From an optimization exercise on the open Yosys and OpenROAD flow, aimed at a short achievable clock period and few clock cycles; shortcuts taken in it are not production practice. The RTL was checked by simulation tests, not by an equivalence proof against the original design.

==> job 7175 <==
==> flow/design.v <==
`timescale 1ns/1ns
package cpu_pkg;
    typedef logic [63:0] word_t;
    typedef logic [4:0]  reg_id_t;
    typedef logic [40:0] imm41_t;
    typedef logic [50:0] imm51_t;
    typedef logic [4:0]  shamt_t;
    localparam reg_id_t REG_PC = 5'd31;
    localparam word_t WORD_BYTES = 64'd8;
    typedef enum logic [6:0] {
        OP_NOP     = 7'h00,
        OP_SET     = 7'h01,
        OP_LOAD    = 7'h02,
        OP_STORE   = 7'h03,
        OP_JUMP    = 7'h04,
        OP_TESTBIT = 7'h05,
        OP_SUB     = 7'h06,
        OP_SHIFTL  = 7'h07,
        OP_OR      = 7'h08,
        OP_AND     = 7'h09,
        OP_XOR     = 7'h0a,
        OP_HALT    = 7'h7f
    } opcode_e;
    typedef enum logic [1:0] {
        FMT_RRO = 2'd0,
        FMT_RIS = 2'd1,
        FMT_I   = 2'd2
    } format_e;
    typedef enum logic [3:0] {
        COND_ALWAYS = 4'd0,
        COND_Z      = 4'd1,
        COND_NZ     = 4'd9
    } cond_e;
    typedef enum logic [2:0] {
        HALT,
        INIT,
        FETCH,
        DECODE,
        REG_READ,
        EXECUTE,
        REG_WRITE
    } state_e;
    localparam int OPC_HI      = 63;
    localparam int OPC_LO      = 57;
    localparam int FMT_HI      = 56;
    localparam int FMT_LO      = 55;
    localparam int COND_HI     = 54;
    localparam int COND_LO     = 51;
    localparam int RA_HI       = 50;
    localparam int RA_LO       = 46;
    localparam int RB_HI       = 45;
    localparam int RB_LO       = 41;
    localparam int RIS_IMM_HI  = 45;
    localparam int RIS_IMM_LO  = 5;
    localparam int SHAMT_HI    = 4;
    localparam int SHAMT_LO    = 0;
    localparam int OFF_HI      = 40;
    localparam int OFF_LO      = 0;
    localparam int IIMM_HI     = 50;
    localparam int IIMM_LO     = 0;
endpackage
`timescale 1ns/1ns
`timescale 1ns/1ns
`timescale 1ns/1ns
module ks_add #(
    parameter int W = 64
) (
    input  logic [W-1:0] a_i,
    input  logic [W-1:0] b_i,
    input  logic         c_i,
    output logic [W-1:0] s_o,
    output logic         c_o
);
    localparam int L = (W <= 2) ? 1 : (W <= 4) ? 2 : (W <= 8) ? 3 : (W <= 16) ? 4 : (W <= 32) ? 5 : (W <= 64) ? 6 : 7;
    logic [W-1:0] p;
    logic [W-1:0] g [L+1];
    logic [W-1:0] t [L+1];
    assign p = a_i ^ b_i;
    assign g[0] = (a_i & b_i) | {{(W-1){1'b0}}, p[0] & c_i};
    assign t[0] = p;
    for (genvar l = 0; l < L; l++) begin : g_lvl
        localparam int D = 1 << l;
        for (genvar i = 0; i < W; i++) begin : g_bit
            if (i >= D) begin : g_op
                assign g[l+1][i] = g[l][i] | (t[l][i] & g[l][i-D]);
                assign t[l+1][i] = t[l][i] & t[l][i-D];
            end else begin : g_pass
                assign g[l+1][i] = g[l][i];
                assign t[l+1][i] = t[l][i];
            end
        end
    end
    assign s_o = p ^ {g[L][W-2:0], c_i};
    assign c_o = g[L][W-1];
endmodule
`timescale 1ns/1ns
`timescale 1ns/1ns
module cpu_top #(
    parameter logic [63:0] RESET_PC = 64'h0000_8000_0000_0000
) (
    input  logic  clk_i,
    input  logic  rst_i,
    output logic  stb_o,
    output logic  we_o,
    output cpu_pkg::word_t adr_o,
    output cpu_pkg::word_t dat_o,
    input  cpu_pkg::word_t dat_i,
    input  logic  ack_i,
    input  logic  err_i
);
    logic        stb_q, we_q;
    logic [63:0] adr_q, dat_q;
    logic        rk_m;       
    assign stb_o = stb_q;
    assign we_o  = we_q;
    assign adr_o = adr_q;
    assign dat_o = dat_q;
    logic f_ack, f_err, m_done;
    assign f_ack  = stb_q & !rk_m & ack_i;
    assign f_err  = stb_q & !rk_m & err_i;
    assign m_done = stb_q & rk_m & (ack_i | err_i);
    logic [63:0] rf [31];    
    logic [63:0] rf_eff [31];
    logic        z_q;
    logic        ph_e;       
    logic        ex_q;       
    logic        mp_q;       
    logic [63:0] opa, opb;   
    logic [63:0] pc8;        
    logic [4:0]  ra_q;
    logic [40:0] immx;       
    logic [63:0] setv;       
    logic        d_set_r, d_load, d_store, d_tbit, d_sub, d_shl, d_or, d_and;
    logic        d_xor, d_alu, d_ra31, d_big;
    logic [63:0] imm64, alu_res, sub_res, sum_ea, sum_eb;
    logic        e_wr, e_astall, e_mpend, e_z, z_new, z_eff;
    assign imm64 = {23'd0, immx};
    ks_add #(.W(64)) u_sub  (.a_i(opa), .b_i(~imm64), .c_i(1'b1), .s_o(sub_res), .c_o());
    ks_add #(.W(64)) u_adda (.a_i(opa), .b_i(imm64),  .c_i(1'b0), .s_o(sum_ea),  .c_o());
    ks_add #(.W(64)) u_addb (.a_i(opb), .b_i(imm64),  .c_i(1'b0), .s_o(sum_eb),  .c_o());
    always_comb begin
        case (1'b1)
            d_set_r: alu_res = opb;
            d_sub:   alu_res = sub_res;
            d_shl:   alu_res = d_big ? 64'd0 : (opa << immx[5:0]);
            d_or:    alu_res = opa | opb;
            d_and:   alu_res = opa & opb;
            d_xor:   alu_res = opa ^ opb;
            default: alu_res = setv;
        endcase
    end
    assign e_wr     = ph_e & ex_q & d_alu & !d_ra31;
    assign e_astall = ph_e & ex_q & d_alu & d_ra31;
    assign e_mpend  = ph_e & mp_q;
    assign e_z      = ph_e & ex_q & (d_sub | d_tbit);
    assign z_new    = d_sub ? (opa == imm64) : (d_big | !opa[immx[5:0]]);
    assign z_eff    = e_z ? z_new : z_q;
    logic [6:0]  n_op;
    logic [1:0]  n_fmt;
    logic [3:0]  n_cond;
    logic [4:0]  n_ra, n_rb;
    logic [40:0] n_off, n_immx;
    logic        n_pass, n_load, n_store, n_jump, n_halt, n_alu, n_ra31;
    assign n_op   = dat_i[63:57];
    assign n_fmt  = dat_i[56:55];
    assign n_cond = dat_i[54:51];
    assign n_ra   = dat_i[50:46];
    assign n_rb   = dat_i[45:41];
    assign n_off  = dat_i[40:0];
    assign n_immx = (n_fmt == 2'd0) ? dat_i[40:0] : dat_i[45:5];
    assign n_pass  = (n_cond == 4'd1) ? z_eff : (n_cond == 4'd9) ? !z_eff : 1'b1;
    assign n_load  = (n_op == 7'h02);
    assign n_store = (n_op == 7'h03);
    assign n_jump  = (n_op == 7'h04);
    assign n_halt  = (n_op == 7'h7f);
    assign n_alu   = (n_op == 7'h01) || (n_op == 7'h06) || (n_op == 7'h07)
                  || (n_op == 7'h08) || (n_op == 7'h09) || (n_op == 7'h0a);
    assign n_ra31  = (n_ra == 5'd31);
    logic [63:0] fadr8;
    assign fadr8 = adr_q + 64'd8;
    logic        fwd_a, fwd_b;
    logic [63:0] rd_a, rd_b;
    assign fwd_a = e_wr & (ra_q == n_ra);
    assign fwd_b = e_wr & (ra_q == n_rb);
    always_comb begin
        rd_a = fadr8 & {64{n_ra == 5'd31}};
        rd_b = fadr8 & {64{n_rb == 5'd31}};
        for (int r = 0; r < 31; r++) begin
            rd_a = rd_a | (rf_eff[r] & {64{n_ra == 5'(r)}});
            rd_b = rd_b | (rf_eff[r] & {64{n_rb == 5'(r)}});
        end
        if (fwd_a) rd_a = alu_res;
        if (fwd_b) rd_b = alu_res;
    end
    logic go_mem, go_jmp, go_stop, mstall;
    assign go_mem  = n_pass & (n_load | n_store);
    assign mstall  = go_mem;
    assign go_jmp  = n_pass & n_jump;
    assign go_stop = n_pass & (n_halt | (n_alu & n_ra31));
    logic [30:0] wr_hot;
    logic [63:0] wr_d;
    logic        wr_go;
    assign wr_go = e_wr | (m_done & d_load & !d_ra31);
    for (genvar r = 0; r < 31; r++) begin : g_eff
        assign rf_eff[r] = wr_hot[r] ? wr_d : rf[r];
        always_ff @(posedge clk_i) begin
            if (rst_i) begin
                rf[r]     <= '0;
                wr_hot[r] <= 1'b0;
            end else begin
                if (wr_hot[r]) rf[r] <= wr_d;
                wr_hot[r] <= wr_go && (ra_q == 5'(r));
            end
        end
    end
    always_ff @(posedge clk_i) begin
        wr_d <= (m_done & d_load) ? dat_i : alu_res;
    end
    always_ff @(posedge clk_i) begin
        if (f_ack) begin
            opa     <= rd_a;
            opb     <= rd_b;
            pc8     <= fadr8;
            ra_q    <= n_ra;
            immx    <= n_immx;
            setv    <= {23'd0, dat_i[45:5]} << dat_i[4:0];
            ex_q    <= n_pass;
            mp_q    <= mstall;
            d_set_r <= (n_op == 7'h01) && (n_fmt != 2'd1);
            d_load  <= n_load;
            d_store <= n_store;
            d_tbit  <= (n_op == 7'h05);
            d_sub   <= (n_op == 7'h06);
            d_shl   <= (n_op == 7'h07);
            d_or    <= (n_op == 7'h08);
            d_and   <= (n_op == 7'h09);
            d_xor   <= (n_op == 7'h0a);
            d_alu   <= n_alu;
            d_ra31  <= n_ra31;
            d_big   <= |n_immx[40:6];
        end
    end
    always_ff @(posedge clk_i) begin
        if (rst_i) begin
            ph_e  <= 1'b0;
            z_q   <= 1'b0;
            stb_q <= 1'b1;
            we_q  <= 1'b0;
            rk_m  <= 1'b0;
            adr_q <= RESET_PC;
        end else begin
            ph_e <= f_ack;
            z_q  <= z_eff;
            if (f_ack) begin
                stb_q <= !(go_stop | mstall);
                we_q  <= go_mem & n_store;
                rk_m  <= go_mem;
                adr_q <= go_jmp ? ((n_fmt == 2'd2) ? {13'd0, dat_i[50:0]} : rd_a)
                       : fadr8;
                dat_q <= rd_b;
            end else if (f_err) begin
                stb_q <= 1'b0;
            end else if (m_done) begin
                stb_q <= 1'b1;
                we_q  <= 1'b0;
                rk_m  <= 1'b0;
                adr_q <= (d_load && d_ra31) ? dat_i : pc8;
            end else if (e_astall) begin
                stb_q <= 1'b1;
                we_q  <= 1'b0;
                rk_m  <= 1'b0;
                adr_q <= alu_res;
            end else if (e_mpend) begin
                stb_q <= 1'b1;
                we_q  <= d_store;
                rk_m  <= 1'b1;
                adr_q <= d_store ? sum_ea : sum_eb;
            end
        end
    end
endmodule
==> flow/flow/run.sh <==
#!/bin/bash
set -euo pipefail
cd "$(dirname "$0")/.."
bash standard.sh SETUP_SLACK_MARGIN=6.5 TNS_END_PERCENT=5 MATCH_CELL_FOOTPRINT=0 \
    'BUFFER_PORTS_ARGS=-buffer_cell sky130_fd_sc_hd__buf_4' finish > flow_run.log 2>&1
==> flow/standard.sh <==
#!/bin/bash
# synth_recipe.tcl (not shown) runs the flow's synth.tcl, then flattens the netlist and writes it again
# the make line also repeats each setting of config.mk as NAME=value (left out here)
make -C /OpenROAD-flow-scripts/flow DESIGN_CONFIG=/design/flow/config.mk WORK_HOME=/design/flow/orfs CLKGATE_MAP_FILE= SYNTH_SCRIPT=/design/flow/synth_recipe.tcl "${@:-finish}"
==> flow/config.mk <==
export PLATFORM = sky130hd
export DESIGN_NAME = cpu_top
export DESIGN_NICKNAME = cpu_top
export VERILOG_FILES = /design/flow/design.v
export SDC_FILE = /design/flow/constraint.sdc
export NUM_CORES = 4
export LEC_CHECK = 0
export ABC_CLOCK_PERIOD_IN_PS = 2500
export CAP_MARGIN = 20
export CORE_MARGIN = 2
export CORE_UTILIZATION = 50
export SLEW_MARGIN = 20
==> flow/constraint.sdc <==
create_clock -name core_clock -period 10.0 [get_ports {clk_i}]
set_input_delay 2.0000 -clock core_clock [delete_from_list [all_inputs] [get_ports {clk_i}]]
set_output_delay 2.0000 -clock core_clock [all_outputs]
set_load 0.01 [all_outputs]
==> job 9469 (differences from job 7175) <==
==> flow/design.v, changed modules only <==
module cpu_top #(
    parameter logic [63:0] RESET_PC = 64'h0000_8000_0000_0000
) (
    input  logic  clk_i,
    input  logic  rst_i,
    output logic  stb_o,
    output logic  we_o,
    output cpu_pkg::word_t adr_o,
    output cpu_pkg::word_t dat_o,
    input  cpu_pkg::word_t dat_i,
    input  logic  ack_i,
    input  logic  err_i
);
    logic        stb_q, we_q;
    logic [63:0] adr_q, dat_q;
    logic        rk_m;       
    assign stb_o = stb_q;
    assign we_o  = we_q;
    assign adr_o = adr_q;
    assign dat_o = dat_q;
    logic f_ack, f_err, m_done;
    assign f_ack  = stb_q & !rk_m & ack_i;
    assign f_err  = stb_q & !rk_m & err_i;
    assign m_done = stb_q & rk_m & (ack_i | err_i);
    logic [63:0] rf [31];    
    logic        z_q;
    logic        ph_e;       
    logic        ex_q;       
    logic        mp_q;       
    logic [63:0] opa, opb;   
    logic [63:0] pc8;        
    logic [4:0]  ra_q;
    logic [40:0] immx;       
    logic [63:0] setv;       
    logic        d_set_r, d_load, d_store, d_tbit, d_sub, d_shl, d_or, d_and;
    logic        d_xor, d_alu, d_ra31, d_big;
    logic [63:0] imm64, alu_res, sub_res, sum_ea, sum_eb;
    logic        e_wr, e_astall, e_mpend, e_z, z_new, z_eff;
    assign imm64 = {23'd0, immx};
    ks_add #(.W(64)) u_sub  (.a_i(opa), .b_i(~imm64), .c_i(1'b1), .s_o(sub_res), .c_o());
    ks_add #(.W(64)) u_adda (.a_i(opa), .b_i(imm64),  .c_i(1'b0), .s_o(sum_ea),  .c_o());
    ks_add #(.W(64)) u_addb (.a_i(opb), .b_i(imm64),  .c_i(1'b0), .s_o(sum_eb),  .c_o());
    always_comb begin
        case (1'b1)
            d_set_r: alu_res = opb;
            d_sub:   alu_res = sub_res;
            d_shl:   alu_res = d_big ? 64'd0 : (opa << immx[5:0]);
            d_or:    alu_res = opa | opb;
            d_and:   alu_res = opa & opb;
            d_xor:   alu_res = opa ^ opb;
            default: alu_res = setv;
        endcase
    end
    assign e_wr     = ph_e & ex_q & d_alu & !d_ra31;
    assign e_astall = ph_e & ex_q & d_alu & d_ra31;
    assign e_mpend  = ph_e & mp_q;
    assign e_z      = ph_e & ex_q & (d_sub | d_tbit);
    assign z_new    = d_sub ? (opa == imm64) : (d_big | !opa[immx[5:0]]);
    assign z_eff    = e_z ? z_new : z_q;
    logic [6:0]  n_op;
    logic [1:0]  n_fmt;
    logic [3:0]  n_cond;
    logic [4:0]  n_ra, n_rb;
    logic [40:0] n_off, n_immx;
    logic        n_pass, n_load, n_store, n_jump, n_halt, n_alu, n_ra31;
    assign n_op   = dat_i[63:57];
    assign n_fmt  = dat_i[56:55];
    assign n_cond = dat_i[54:51];
    assign n_ra   = dat_i[50:46];
    assign n_rb   = dat_i[45:41];
    assign n_off  = dat_i[40:0];
    assign n_immx = (n_fmt == 2'd0) ? dat_i[40:0] : dat_i[45:5];
    assign n_pass  = (n_cond == 4'd1) ? z_eff : (n_cond == 4'd9) ? !z_eff : 1'b1;
    assign n_load  = (n_op == 7'h02);
    assign n_store = (n_op == 7'h03);
    assign n_jump  = (n_op == 7'h04);
    assign n_halt  = (n_op == 7'h7f);
    assign n_alu   = (n_op == 7'h01) || (n_op == 7'h06) || (n_op == 7'h07)
                  || (n_op == 7'h08) || (n_op == 7'h09) || (n_op == 7'h0a);
    assign n_ra31  = (n_ra == 5'd31);
    logic [63:0] fadr8;
    assign fadr8 = adr_q + 64'd8;
    logic        fwd_a, fwd_b;
    logic [63:0] rd_a, rd_b;
    assign fwd_a = e_wr & (ra_q == n_ra);
    assign fwd_b = e_wr & (ra_q == n_rb);
    always_comb begin
        rd_a = fadr8 & {64{n_ra == 5'd31}};
        rd_b = fadr8 & {64{n_rb == 5'd31}};
        for (int r = 0; r < 31; r++) begin
            rd_a = rd_a | (rf[r] & {64{n_ra == 5'(r)}});
            rd_b = rd_b | (rf[r] & {64{n_rb == 5'(r)}});
        end
        if (fwd_a) rd_a = alu_res;
        if (fwd_b) rd_b = alu_res;
    end
    logic [63:0] rsum [31];
    logic [63:0] sum_a, sum_b;
    logic        off_big;
    assign off_big = |n_off[40:16];
    for (genvar r = 0; r < 31; r++) begin : g_rsum
        logic [15:0] lo;
        logic [47:0] hi1;
        logic        co;
        assign hi1 = rf[r][63:16] + 48'd1;
        ks_add #(.W(16)) u_lo (.a_i(rf[r][15:0]), .b_i(n_off[15:0]), .c_i(1'b0), .s_o(lo), .c_o(co));
        assign rsum[r] = {co ? hi1 : rf[r][63:16], lo};
    end
    always_comb begin
        sum_a = '0;
        sum_b = '0;
        for (int r = 0; r < 31; r++) begin
            sum_a = sum_a | (rsum[r] & {64{n_ra == 5'(r)}});
            sum_b = sum_b | (rsum[r] & {64{n_rb == 5'(r)}});
        end
    end
    logic go_mem, go_jmp, go_stop, mstall;
    assign go_mem  = n_pass & (n_load | n_store);
    assign mstall  = go_mem & (off_big | (n_store ? (fwd_a | n_ra31) : (fwd_b | (n_rb == 5'd31))));
    assign go_jmp  = n_pass & n_jump;
    assign go_stop = n_pass & (n_halt | (n_alu & n_ra31));
    logic        ld_done, rf_we;
    logic [63:0] rf_wd;
    assign ld_done = m_done & d_load;
    assign rf_we   = e_wr | (ld_done & !d_ra31);
    assign rf_wd   = ld_done ? dat_i : alu_res;
    always_ff @(posedge clk_i) begin
        if (rst_i) begin
            for (int i = 0; i < 31; i++) rf[i] <= '0;
        end else if (rf_we) begin
            rf[ra_q] <= rf_wd;
        end
    end
    always_ff @(posedge clk_i) begin
        if (f_ack) begin
            opa     <= rd_a;
            opb     <= rd_b;
            pc8     <= fadr8;
            ra_q    <= n_ra;
            immx    <= n_immx;
            setv    <= {23'd0, dat_i[45:5]} << dat_i[4:0];
            ex_q    <= n_pass;
            mp_q    <= mstall;
            d_set_r <= (n_op == 7'h01) && (n_fmt != 2'd1);
            d_load  <= n_load;
            d_store <= n_store;
            d_tbit  <= (n_op == 7'h05);
            d_sub   <= (n_op == 7'h06);
            d_shl   <= (n_op == 7'h07);
            d_or    <= (n_op == 7'h08);
            d_and   <= (n_op == 7'h09);
            d_xor   <= (n_op == 7'h0a);
            d_alu   <= n_alu;
            d_ra31  <= n_ra31;
            d_big   <= |n_immx[40:6];
        end
    end
    always_ff @(posedge clk_i) begin
        if (rst_i) begin
            ph_e  <= 1'b0;
            z_q   <= 1'b0;
            stb_q <= 1'b1;
            we_q  <= 1'b0;
            rk_m  <= 1'b0;
            adr_q <= RESET_PC;
        end else begin
            ph_e <= f_ack;
            z_q  <= z_eff;
            if (f_ack) begin
                stb_q <= !(go_stop | mstall);
                we_q  <= go_mem & n_store;
                rk_m  <= go_mem;
                adr_q <= go_mem ? (n_store ? sum_a : sum_b)
                       : go_jmp ? ((n_fmt == 2'd2) ? {13'd0, dat_i[50:0]} : rd_a)
                       : fadr8;
                dat_q <= rd_b;
            end else if (f_err) begin
                stb_q <= 1'b0;
            end else if (m_done) begin
                stb_q <= 1'b1;
                we_q  <= 1'b0;
                rk_m  <= 1'b0;
                adr_q <= (d_load && d_ra31) ? dat_i : pc8;
            end else if (e_astall) begin
                stb_q <= 1'b1;
                we_q  <= 1'b0;
                rk_m  <= 1'b0;
                adr_q <= alu_res;
            end else if (e_mpend) begin
                stb_q <= 1'b1;
                we_q  <= d_store;
                rk_m  <= 1'b1;
                adr_q <= d_store ? sum_ea : sum_eb;
            end
        end
    end
endmodule
==> flow/run.sh (new file) <==
#!/bin/bash
# synth_recipe.tcl (not shown) runs the flow's synth.tcl, then flattens the netlist and writes it again
# the make line also repeats each setting of config.mk as NAME=value (left out here)
make -C /OpenROAD-flow-scripts/flow DESIGN_CONFIG=/design/flow/config.mk WORK_HOME=/design/flow/orfs CLKGATE_MAP_FILE= SYNTH_SCRIPT=/design/flow/synth_recipe.tcl finish
- CORE_UTILIZATION: 50 -> 40
- SETUP_SLACK_MARGIN: default -> 5
removed: flow/flow/run.sh
removed: flow/standard.sh
==> qor summary <==
Number of buffers created by CTS: job 9469 314; job 7175 280
Number of gates given a new drive strength after cts: job 9469 2254; job 7175 1249
Syn. warnings: job 9469 9; job 7175 6
Yosys cell types: job 9469 103; job 7175 109
Share of synthesized area spent on multiplexers: job 9469 3.21%; job 7175 19.3%
Compound-Gate Fraction of Synth Area: job 9469 23.6%; job 7175 17.0%
Clock sink count: job 9469 2433; job 7175 2528
Status: job 9469 stopped before the end; job 7175 stopped before the end
Stage where the flow stopped: job 9469 global routing (5_1_grt); job 7175 global routing (5_1_grt)
Synth Register Bits: job 9469 2433; job 7175 2528
Routability congestion estimate from global placement: job 9469 1.45; job 7175 1.24
Setup WS pre-CTS: job 9469 1.04 ns; job 7175 3.01 ns
Cell accounting for the most synthesized area: job 9469 sky130_fd_sc_hd__edfxtp_1; job 7175 sky130_fd_sc_hd__dfxtp_1
Number of rows in the core area: job 9469 266; job 7175 192
Synth Net Count: job 9469 25700; job 7175 15800
Synth Flop Type: job 9469 sky130_fd_sc_hd__edfxtp_1; job 7175 sky130_fd_sc_hd__dfxtp_1
DIE WIDTH: job 9469 730 um; job 7175 528 um
Post-placement cell count: job 9469 31700; job 7175 18400
Gate Count Post-Synth: job 9469 24800; job 7175 15500
Starting utilization of the core area: job 9469 40.2%; job 7175 50.2%
Xor/xnor cell area share of the yosys netlist: job 9469 8.52%; job 7175 1.23%
Post-placement cell area: job 9469 233000 um2; job 7175 143000 um2
Post-synthesis simple-gate area fraction: job 9469 21.0%; job 7175 15.6%
Y dimension of the die: job 9469 730 um; job 7175 528 um
Sequential area share after synthesis: job 9469 34.3%; job 7175 39.6%
Fraction of post-synthesis cell area in the top cell type by area: job 9469 33.7%; job 7175 31.3%
Testbench counts of job 7175, summed over its fixed seeds: cycles 88,643.
Testbench counts of job 9469, summed over its fixed seeds: cycles 81,341.
